What follows belongs to an exercise in optimizing a design on an open flow for small area; a production flow would make more cautious choices.
Function was checked by simulation only, so behaviour that the tests miss may differ from the original.
Power is estimated from default activity; no workload was simulated.

===== flow/config.mk =====
export PLATFORM = sky130hd
export DESIGN_NAME = rtf_nimplus
export DESIGN_NICKNAME = rtf_nimplus
export VERILOG_FILES = /design/flow/design.v
export SDC_FILE = /design/flow/constraint.sdc
export NUM_CORES = 4
export LEC_CHECK = 0
export CAP_MARGIN = 20
export CORE_MARGIN = 2
export CORE_UTILIZATION = 45
export PLACE_DENSITY = 0.65
export SLEW_MARGIN = 20

===== flow/constraint.sdc =====
create_clock -name core_clock -period 5.0 [get_ports {clk_160}]
set_input_delay 1.0000 -clock core_clock [delete_from_list [all_inputs] [get_ports {clk_160}]]
set_output_delay 1.0000 -clock core_clock [all_outputs]
set_load 0.01 [all_outputs]

===== flow/design.v =====
`timescale 1ns/1ps
package nimplus_pkg;
   localparam int REG_ADDR_W = 8;      
   localparam int REG_DATA_W = 32;     
   localparam int SRC_SEL_W  = 8;      
   localparam int N_NIM_IN  = 8;
   localparam int N_LVDS_IN = 4;
   localparam int N_PULSE   = 2;       
   localparam int N_RJ45_IN = 8;       
   localparam int N_SMA     = 2;       
   localparam int N_NIM_OUT  = 4;
   localparam int N_RJ45_OUT = 12;     
   localparam int N_MUX      = N_NIM_OUT + 2*N_RJ45_OUT + N_SMA;       
   localparam int N_LOCAL_SRC = N_NIM_IN + N_LVDS_IN + N_PULSE;        
   localparam int N_ALL_SRC   = N_LOCAL_SRC + 2*N_RJ45_IN + N_SMA;     
   localparam int LEN_WIDTH = 6;       
   localparam int SRC_NIM_BASE    = 0;
   localparam int SRC_LVDS_BASE   = SRC_NIM_BASE + N_NIM_IN;           
   localparam int SRC_PULSE_BASE  = SRC_LVDS_BASE + N_LVDS_IN;         
   localparam int SRC_RJ45_1_BASE = SRC_PULSE_BASE + N_PULSE;          
   localparam int SRC_RJ45_2_BASE = SRC_RJ45_1_BASE + N_RJ45_IN;       
   localparam int SRC_SMA_BASE    = SRC_RJ45_2_BASE + N_RJ45_IN;       
   localparam int MUX_NIM_BASE    = 0;
   localparam int MUX_RJ45_1_BASE = MUX_NIM_BASE + N_NIM_OUT;          
   localparam int MUX_RJ45_2_BASE = MUX_RJ45_1_BASE + N_RJ45_OUT;      
   localparam int MUX_SMA_BASE    = MUX_RJ45_2_BASE + N_RJ45_OUT;      
   localparam logic [7:0] REG_CTRL     = 8'd0;     
   localparam logic [7:0] REG_PULSE0   = 8'd1;
   localparam logic [7:0] REG_PULSE1   = 8'd2;
   localparam logic [7:0] REG_MUX_BASE = 8'd16;    
   localparam int CTRL_SOFT_RST_BIT = 0;
   localparam int PULSE_LEN_LSB     = 16;    
   localparam int MUX_INV_BIT       = 8;     
   localparam int                   DEF_PULSE_PERIOD = 0;
   localparam logic [LEN_WIDTH-1:0] DEF_PULSE_LENGTH = '0;
   localparam logic [SRC_SEL_W-1:0] DEF_MUX_SEL      = '0;
   localparam logic                 DEF_MUX_INVERT   = 1'b0;
endpackage
`timescale 1ns/1ps
module param_regs
#(
   parameter int PERIOD_WIDTH = 16                   
)
(
   input  logic                                                     clk_160,
   input  logic                                                     rst,
   input  logic [nimplus_pkg::REG_ADDR_W-1:0]                       reg_addr,
   input  logic [nimplus_pkg::REG_DATA_W-1:0]                       reg_wdata,
   input  logic                                                     reg_we,      
   input  logic                                                     reg_re,      
   output logic [nimplus_pkg::REG_DATA_W-1:0]                       reg_rdata,
   output logic                                                     reg_rack,    
   output logic                                                     soft_rst,    
   output logic [nimplus_pkg::N_PULSE-1:0][PERIOD_WIDTH-1:0]        pulse_period,
   output logic [nimplus_pkg::N_PULSE-1:0][nimplus_pkg::LEN_WIDTH-1:0] pulse_length,
   output logic [nimplus_pkg::N_MUX-1:0][nimplus_pkg::SRC_SEL_W-1:0] mux_sel,
   output logic [nimplus_pkg::N_MUX-1:0]                            mux_invert
);
   localparam int REG_ADDR_W        = nimplus_pkg::REG_ADDR_W;
   localparam int REG_DATA_W        = nimplus_pkg::REG_DATA_W;
   localparam int SRC_SEL_W         = nimplus_pkg::SRC_SEL_W;
   localparam int N_PULSE           = nimplus_pkg::N_PULSE;
   localparam int N_MUX             = nimplus_pkg::N_MUX;
   localparam int LEN_WIDTH         = nimplus_pkg::LEN_WIDTH;
   localparam int PULSE_LEN_LSB     = nimplus_pkg::PULSE_LEN_LSB;
   localparam int MUX_INV_BIT       = nimplus_pkg::MUX_INV_BIT;
   localparam int CTRL_SOFT_RST_BIT = nimplus_pkg::CTRL_SOFT_RST_BIT;
   localparam int MUX_IDX_W         = $clog2(N_MUX);
   logic                  sel_ctrl;         
   logic [N_PULSE-1:0]    sel_pulse;        
   logic                  sel_mux;          
   logic [REG_ADDR_W-1:0] mux_off;
   logic [MUX_IDX_W-1:0]  mux_idx;
   logic [REG_DATA_W-1:0] rd_word;          
   assign mux_off = reg_addr - nimplus_pkg::REG_MUX_BASE;
   assign mux_idx = mux_off[MUX_IDX_W-1:0];
   assign sel_mux = (mux_off < REG_ADDR_W'(N_MUX));
   always_comb
   begin
      sel_ctrl  = 1'b0;
      sel_pulse = '0;
      case (reg_addr)
         nimplus_pkg::REG_CTRL:   sel_ctrl     = 1'b1;
         nimplus_pkg::REG_PULSE0: sel_pulse[0] = 1'b1;
         nimplus_pkg::REG_PULSE1: sel_pulse[1] = 1'b1;
         default:    ;                       
      endcase
   end
   always_ff @(posedge clk_160)
   begin
      if (rst || soft_rst)                   
      begin
         for (int p = 0; p < N_PULSE; p++)
         begin
            pulse_period[p] <= PERIOD_WIDTH'(nimplus_pkg::DEF_PULSE_PERIOD);
            pulse_length[p] <= nimplus_pkg::DEF_PULSE_LENGTH;
         end
         for (int ch = 0; ch < N_MUX; ch++)
         begin
            mux_sel[ch]    <= nimplus_pkg::DEF_MUX_SEL;
            mux_invert[ch] <= nimplus_pkg::DEF_MUX_INVERT;
         end
      end
      else if (reg_we)
      begin
         for (int p = 0; p < N_PULSE; p++)
         begin
            if (sel_pulse[p])
            begin
               pulse_period[p] <= reg_wdata[PERIOD_WIDTH-1:0];
               pulse_length[p] <= reg_wdata[PULSE_LEN_LSB +: LEN_WIDTH];
            end
         end
         if (sel_mux)
         begin
            mux_sel[mux_idx]    <= reg_wdata[SRC_SEL_W-1:0];
            mux_invert[mux_idx] <= reg_wdata[MUX_INV_BIT];
         end
      end
   end
   always_comb
   begin
      rd_word = '0;                          
      for (int p = 0; p < N_PULSE; p++)
      begin
         if (sel_pulse[p])
         begin
            rd_word[PERIOD_WIDTH-1:0]           = pulse_period[p];
            rd_word[PULSE_LEN_LSB +: LEN_WIDTH] = pulse_length[p];
         end
      end
      if (sel_mux)
      begin
         rd_word[SRC_SEL_W-1:0] = mux_sel[mux_idx];
         rd_word[MUX_INV_BIT]   = mux_invert[mux_idx];
      end
   end
   always_ff @(posedge clk_160)
   begin
      if (rst)
      begin
         soft_rst  <= 1'b0;
         reg_rack  <= 1'b0;
         reg_rdata <= '0;
      end
      else
      begin
         soft_rst <= reg_we && sel_ctrl && reg_wdata[CTRL_SOFT_RST_BIT] && !soft_rst;
         reg_rack <= reg_re;
         if (reg_re)
            reg_rdata <= rd_word;            
      end
   end
endmodule
`timescale 1ns/1ps
module pulse_gen
#(
   parameter int PERIOD_WIDTH = 16                   
)
(
   input  logic                                clk_160,
   input  logic                                rst,
   input  logic                                soft_rst,    
   input  logic [PERIOD_WIDTH-1:0]             period,      
   input  logic [nimplus_pkg::LEN_WIDTH-1:0]   length,      
   output logic                                pulse
);
   localparam int LEN_WIDTH = nimplus_pkg::LEN_WIDTH;
   logic [PERIOD_WIDTH-1:0] count;                   
   logic                    wrap;
   logic                    period_off;
   assign period_off = (period == '0);
   assign wrap = period_off || (count >= period - 1'b1);
   always_ff @(posedge clk_160)
   begin
      if (rst || soft_rst)
      begin
         count <= '0;
         pulse <= 1'b0;
      end
      else
      begin
         if (wrap)
            count <= '0;                             
         else
            count <= count + 1'b1;
         pulse <= !period_off && (count < PERIOD_WIDTH'(length));
      end
   end
endmodule
`timescale 1ns/1ps
module output_router
(
   input  logic                                                     clk_160,
   input  logic                                                     rst,
   input  logic [nimplus_pkg::N_ALL_SRC-1:0]                        sources,      
   input  logic [nimplus_pkg::N_MUX-1:0][nimplus_pkg::SRC_SEL_W-1:0] mux_sel,
   input  logic [nimplus_pkg::N_MUX-1:0]                            mux_invert,   
   output logic [nimplus_pkg::N_NIM_OUT-1:0]                        nim_out,
   output logic [nimplus_pkg::N_RJ45_OUT-1:0]                       rj45_out_1,
   output logic [nimplus_pkg::N_RJ45_OUT-1:0]                       rj45_out_2,
   output logic [nimplus_pkg::N_SMA-1:0]                            sma_out
);
   localparam int N_ALL_SRC       = nimplus_pkg::N_ALL_SRC;
   localparam int N_LOCAL_SRC     = nimplus_pkg::N_LOCAL_SRC;
   localparam int N_MUX           = nimplus_pkg::N_MUX;
   localparam int SRC_SEL_W       = nimplus_pkg::SRC_SEL_W;
   localparam int N_NIM_OUT       = nimplus_pkg::N_NIM_OUT;
   localparam int N_RJ45_OUT      = nimplus_pkg::N_RJ45_OUT;
   localparam int N_SMA           = nimplus_pkg::N_SMA;
   localparam int MUX_NIM_BASE    = nimplus_pkg::MUX_NIM_BASE;
   localparam int MUX_RJ45_1_BASE = nimplus_pkg::MUX_RJ45_1_BASE;
   localparam int MUX_RJ45_2_BASE = nimplus_pkg::MUX_RJ45_2_BASE;
   localparam int MUX_SMA_BASE    = nimplus_pkg::MUX_SMA_BASE;
   localparam int SRC_IDX_W       = $clog2(N_ALL_SRC);
   logic [N_MUX-1:0] mux_val;                        
   always_comb
   begin
      for (int ch = 0; ch < N_MUX; ch++)
      begin
         if (ch < MUX_RJ45_1_BASE)                   
            mux_val[ch] = mux_invert[ch] ^
                          ((int'(mux_sel[ch]) < N_LOCAL_SRC) && sources[mux_sel[ch][SRC_IDX_W-1:0]]);
         else                                        
            mux_val[ch] = (int'(mux_sel[ch]) < N_ALL_SRC) && sources[mux_sel[ch][SRC_IDX_W-1:0]];
      end
   end
   always_ff @(posedge clk_160)
   begin
      if (rst)
      begin
         nim_out    <= '0;
         rj45_out_1 <= '0;
         rj45_out_2 <= '0;
         sma_out    <= '0;
      end
      else
      begin
         nim_out    <= mux_val[MUX_NIM_BASE +: N_NIM_OUT];      
         rj45_out_1 <= mux_val[MUX_RJ45_1_BASE +: N_RJ45_OUT];
         rj45_out_2 <= mux_val[MUX_RJ45_2_BASE +: N_RJ45_OUT];
         sma_out    <= mux_val[MUX_SMA_BASE +: N_SMA];
      end
   end
endmodule
`timescale 1ns/1ps
module rtf_nimplus
#(
   parameter int PERIOD_WIDTH = 16                   
)
(
   input  logic                                 clk_160,
   input  logic                                 rst,
   input  logic [nimplus_pkg::N_NIM_IN-1:0]     nim_in,
   input  logic [nimplus_pkg::N_LVDS_IN-1:0]    lvds_in,
   input  logic [nimplus_pkg::N_RJ45_IN-1:0]    rj45_in_1,      
   input  logic [nimplus_pkg::N_RJ45_IN-1:0]    rj45_in_2,      
   input  logic [nimplus_pkg::N_SMA-1:0]        sma_in,
   input  logic [nimplus_pkg::REG_ADDR_W-1:0]   reg_addr,
   input  logic [nimplus_pkg::REG_DATA_W-1:0]   reg_wdata,
   input  logic                                 reg_we,
   input  logic                                 reg_re,
   output logic [nimplus_pkg::REG_DATA_W-1:0]   reg_rdata,
   output logic                                 reg_rack,
   output logic [nimplus_pkg::N_NIM_OUT-1:0]    nim_out,
   output logic [nimplus_pkg::N_RJ45_OUT-1:0]   rj45_out_1,     
   output logic [nimplus_pkg::N_RJ45_OUT-1:0]   rj45_out_2,     
   output logic [nimplus_pkg::N_SMA-1:0]        sma_out
);
   localparam int N_PULSE         = nimplus_pkg::N_PULSE;
   localparam int N_MUX           = nimplus_pkg::N_MUX;
   localparam int N_ALL_SRC       = nimplus_pkg::N_ALL_SRC;
   localparam int LEN_WIDTH       = nimplus_pkg::LEN_WIDTH;
   localparam int SRC_SEL_W       = nimplus_pkg::SRC_SEL_W;
   logic                                 soft_rst;
   logic [N_PULSE-1:0][PERIOD_WIDTH-1:0] pulse_period;
   logic [N_PULSE-1:0][LEN_WIDTH-1:0]    pulse_length;
   logic [N_MUX-1:0][SRC_SEL_W-1:0]      mux_sel;
   logic [N_MUX-1:0]                     mux_invert;
   logic [N_PULSE-1:0]                   pulse;
   logic [N_ALL_SRC-1:0]                 sources;                
   assign sources[nimplus_pkg::SRC_NIM_BASE    +: nimplus_pkg::N_NIM_IN]  = nim_in;
   assign sources[nimplus_pkg::SRC_LVDS_BASE   +: nimplus_pkg::N_LVDS_IN] = lvds_in;
   assign sources[nimplus_pkg::SRC_PULSE_BASE  +: N_PULSE]                = pulse;
   assign sources[nimplus_pkg::SRC_RJ45_1_BASE +: nimplus_pkg::N_RJ45_IN] = rj45_in_1;
   assign sources[nimplus_pkg::SRC_RJ45_2_BASE +: nimplus_pkg::N_RJ45_IN] = rj45_in_2;
   assign sources[nimplus_pkg::SRC_SMA_BASE    +: nimplus_pkg::N_SMA]     = sma_in;
   param_regs #(.PERIOD_WIDTH(PERIOD_WIDTH)) param_regs_i
   (
      .clk_160      (clk_160),
      .rst          (rst),
      .reg_addr     (reg_addr),
      .reg_wdata    (reg_wdata),
      .reg_we       (reg_we),
      .reg_re       (reg_re),
      .reg_rdata    (reg_rdata),
      .reg_rack     (reg_rack),
      .soft_rst     (soft_rst),
      .pulse_period (pulse_period),
      .pulse_length (pulse_length),
      .mux_sel      (mux_sel),
      .mux_invert   (mux_invert)
   );
   for (genvar g = 0; g < N_PULSE; g++)
   begin : g_pulse
      pulse_gen #(.PERIOD_WIDTH(PERIOD_WIDTH)) pulse_gen_i
      (
         .clk_160  (clk_160),
         .rst      (rst),
         .soft_rst (soft_rst),
         .period   (pulse_period[g]),
         .length   (pulse_length[g]),
         .pulse    (pulse[g])
      );
   end
   output_router output_router_i
   (
      .clk_160    (clk_160),
      .rst        (rst),
      .sources    (sources),
      .mux_sel    (mux_sel),
      .mux_invert (mux_invert),
      .nim_out    (nim_out),
      .rj45_out_1 (rj45_out_1),
      .rj45_out_2 (rj45_out_2),
      .sma_out    (sma_out)
   );
endmodule

===== flow/run.sh =====
#!/bin/bash
# synth_recipe.tcl (not shown) runs the flow's synth.tcl, then flattens the netlist and writes it again
# the make line also repeats each setting of config.mk as NAME=value (left out here)
make -C /OpenROAD-flow-scripts/flow DESIGN_CONFIG=/design/flow/config.mk WORK_HOME=/design/flow/orfs CLKGATE_MAP_FILE= SYNTH_SCRIPT=/design/flow/synth_recipe.tcl finish

==> impl_metrics.py <==
metrics = {
    "run_status": {
        "status": "timing/DRC/antenna clean",
    },
    "clock_tree": {
        "clk_pin_slew_ns": 0.06,
        "cts_htree_levels": 2,
        "clock_sinks": 402,
        "cts.path.max_buffers": 3,
        "tritoncts": "yes",
        "clkLatencyLatePin_ns": 0.60,
        "postCtsSetupBuffers": 0,
        "cts-root-buf": "clkbuf_16",
        "cts_resized": 0,
        "postCtsHoldBufs": 0,
        "numCtsBuffers": 45,
    },
    "floorplanning": {
        "rows": 88,
        "core_area_mm2": 0.0575,
        "die-area_mm2": 0.0598,
        "start_util": 0.453,
        "ios": 137,
        "die_h_um": 245,
        "die_w_um": 245,
    },
    "worst_setup_path": {
        "startpoint_type": "primary input",
        "crit_fanout": 12,
        "slowest_delay_ns": 0.87,
        "required_ns": 5.47,
        "crit_type": "primary input to flop",
        "worstPathArrival_ns": 4.30,
        "crit_family": "compound AO/OA/AOI/OAI gates",
        "path_buf_inv": 2,
        "path_cells": "buf_4, inv_1, ha_1, xnor2_1, o211ai_1, nor4b_1, a21oi_1, a32o_1",
        "slowest_stage": "xnor2_1",
        "worstSetupEndpointType": "flop",
    },
    "finish": {
        "multi_input_area_mm2": 0.0167,
        "ff_latch_area_mm2": 0.00805,
        "nets": 2571,
        "finish.utilization": 0.506,
        "area_growth_pct": 11.7,
        "drive_above_1_share": 0.220,
        "fill_cells": 5132,
    },
    "synth": {
        "synthCells": 2508,
        "yosys_most_used_dff": "dfxtp_1",
        "synth_seq_area_share": 0.309,
        "ys.warnings.count": 3,
        "synth_seq_cells": 402,
        "synthDistinctLibCells": 72,
        "syn_area_mm2": 0.0260,
        "syn_area_per_cell_um2": 10.4,
        "async_flop_share": 0,
        "synth_edf_count": 0,
    },
    "placement": {
        "gp_congestion": 1.01,
        "numPortBuffers": 116,
        "hpwl_um": 66700,
    },
    "detailed_routing": {
        "ant_nets": 0,
        "routed_wl_um": 100000,
        "first_pass_iters": 6,
        "wire_per_inst_um": 30.8,
        "num_vias": 23200,
        "drt_iter0_markers": 3307,
        "drc": 0,
        "vias_per_cell": 7.15,
    },
    "global_routing": {
        "grt_pass1_wl_um": 148000,
        "grt_max_degree": 82,
        "grt_use_total": 0.329,
        "antenna_found_initial": 1,
        "grt_pass1_vias": 22600,
        "overflow": 0,
    },
    "timing": {
        "setup_tns_ns": 0,
        "fin_worst_skew_ns": 0.0202,
        "finalCritPeriodShare": 0.767,
        "max_slew_margin": 0.122,
        "setup_viol_count_final": 0,
        "worst_slew_pin_slew_ns": 1.31,
        "finalHoldViolCount": 0,
        "fin_crit_ns": 3.84,
        "rsz0062_at_grt": "false",
        "drv_slew": 0,
        "fmax_mhz": 261,
    },
    "pwr": {
        "ir_worst_vdd_uv": 317,
        "p_leak_nw": 9.50,
        "powerDensity_mw_per_mm2": 269,
    },
    "flow_run": {
        "drv_cap": 0,
    },
    "worst_hold_path": {
        "hold_class": "flop to flop",
    },
}
-- kinds of logic after synthesis --
group,count (synthesis),share of synthesized area
flops,402,0.309
compound gates,615,0.161
xor+xnor,57,0.0192
fa+ha+maj,54,0.0259
simple gates,627,0.119
mux,405,0.311
buf+inv,347,0.0537
other cells,1,0.000144
-- routing by layer --
metal | wire length (µm) | share of wire | global-route usage
met1 | 36100 | 0.36 | 0.420
met2 | 44600 | 0.45 | 0.505
met3 | 13700 | 0.14 | 0.0972
met4 | 5640 | 0.056 | 0.173
met5 | 17 | 0.00017 | 0
-- tightest hold or removal path: cells and delay by family, from the launching register on --
kind	cells	cell delay (ns)
AO/OA/AOI/OAI	1	0.05
flip-flops	1	0.32
AND/OR/NAND/NOR	1	0.06
-- stage by stage --
step / total power (W) / hold slack [ns] / instances / instance area, µm² / worst slack [ns]
finish: 0.00783 / 0.478 / 3245 / 29100 / 1.16
global route: 0.00799 / 0.496 / 3243 / 29100 / 1.04
CTS: 0.00780 / 0.478 / 3242 / 29100 / 1.33
detailed placement: 0.00423 / 0.466 / 3160 / 27500 / 0.719
global placement: 0.00422 / 0.457 / 3160 / 27500 / 0.856
floorplan: 0.00384 / 0.444 / 2517 / 26100 / 1.02
-- area by class of cell --
| class | instances | share of cell area |
|---|---|---|
| clock inverters | 15 | 0.00839 |
| repair buffers | 193 | 0.0569 |
| multi-input cells | 1768 | 0.574 |
| well taps | 765 | 0.0329 |
| diodes | 2 | 0.000172 |
| inverters | 33 | 0.00426 |
| flip-flops and latches | 402 | 0.277 |
| clock buffers | 67 | 0.0464 |
-- registers in the layout, indices dropped and copies added (netlist names), 4 cells and up --
| register | flops |
|---|---|
| param_regs_i.pulse_length | 12 |
| output_router_i.rj45_out_2 | 12 |
| output_router_i.nim_out | 4 |
| param_regs_i.mux_sel | 240 |
| g_pulse.pulse_gen_i.count | 32 |
| output_router_i.rj45_out_1 | 12 |
| param_regs_i.reg_rdata | 22 |
| param_regs_i.mux_invert | 30 |
| param_regs_i.pulse_period | 32 |
-- placed cells by master (no fill, tap or decap), drive strengths merged, types with 10 or more instances in the layout --
cell type and count:
o21ai 132, mux4 323, a32o 43, or4 38, clkbuf 67, buf 97
or2 10, mux2 11, o211ai 10, nor4 24, a31oi 16, xnor2 32
clkdlybuf4s50 96, a22oi 18, a21oi 168, xor2 25, conb 10, dfxtp 402
inv 34, nor3 34, and3 15, mux2i 71, nand2 207, a22o 105
nand3 88, nand4 19, a211oi 56, ha 54, nand2b 11, nor2b 20
nor2 121
-- where the power goes --
group	total, W	switching (W)	leakage, nW	internal [W]
clock network	0.00362	0.00144	0.773	0.00218
registers	0.00325	0.0000183	3.25	0.00323
logic	0.000964	0.000624	5.48	0.000340
total	0.00783	0.00208	9.50	0.00575
-- synthesized netlist by cell type (all sizes together) (38+ instances only) --
cell type	instances	area, µm²
mux2i	71	711
nor2	121	464
clkbuf	254	955
a32o	43	430
buf	60	322
dfxtp	402	8050
a21oi	168	841
nand3	88	440
nand2	207	777
a22o	105	920
mux4	323	7270
or4	38	285
ha	54	676
o21ai	132	691
a211oi	56	420
-- final timing paths --
path | from | to | slack, ns | depth (start not counted)
hold / removal | param_regs_i.pulse_length[11]$_SDFFE_PP0P_ | param_regs_i.pulse_length[11]$_SDFFE_PP0P_ | 0.48 | 2
setup / recovery | reg_addr[0] | param_regs_i.mux_sel[37]$_SDFFE_PP0P_ | 1.16 | 8
setup reg to reg | param_regs_i.pulse_period[18]$_SDFFE_PP0P_ | g_pulse[1].pulse_gen_i.count[0]$_SDFF_PP0_ | 1.51 | 12
hold reg to reg | param_regs_i.pulse_length[11]$_SDFFE_PP0P_ | param_regs_i.pulse_length[11]$_SDFFE_PP0P_ | 0.48 | 2

==> port drivers added, routing unchanged <==
The results above use ideal ports. As a check the final layout listed here was re-extracted and re-timed, cells and wires unchanged.
Step 1 sets driving cells, clkbuf_16 on the clock port and buf_2 on the other inputs (assumed; they add their load-dependent delay and slew).
Step 2 moves the port delays by t, midway between the first and last clock arrival at a register: inputs arrive t later, outputs are due t later. That takes back most of the time a late clock gives input paths.
Three values: ideal, step 1, step 2; two values: the first two.
t (ns): 0.651
setup slack, ns: 1.164 / 1.201 / 0.551
worst hold slack (ns): 0.478 / 0.478 / 0.478
After both steps setup and hold are still met in this run. The setup slack of this run moves by +0.037 ns with the drivers and by -0.613 ns with both steps.
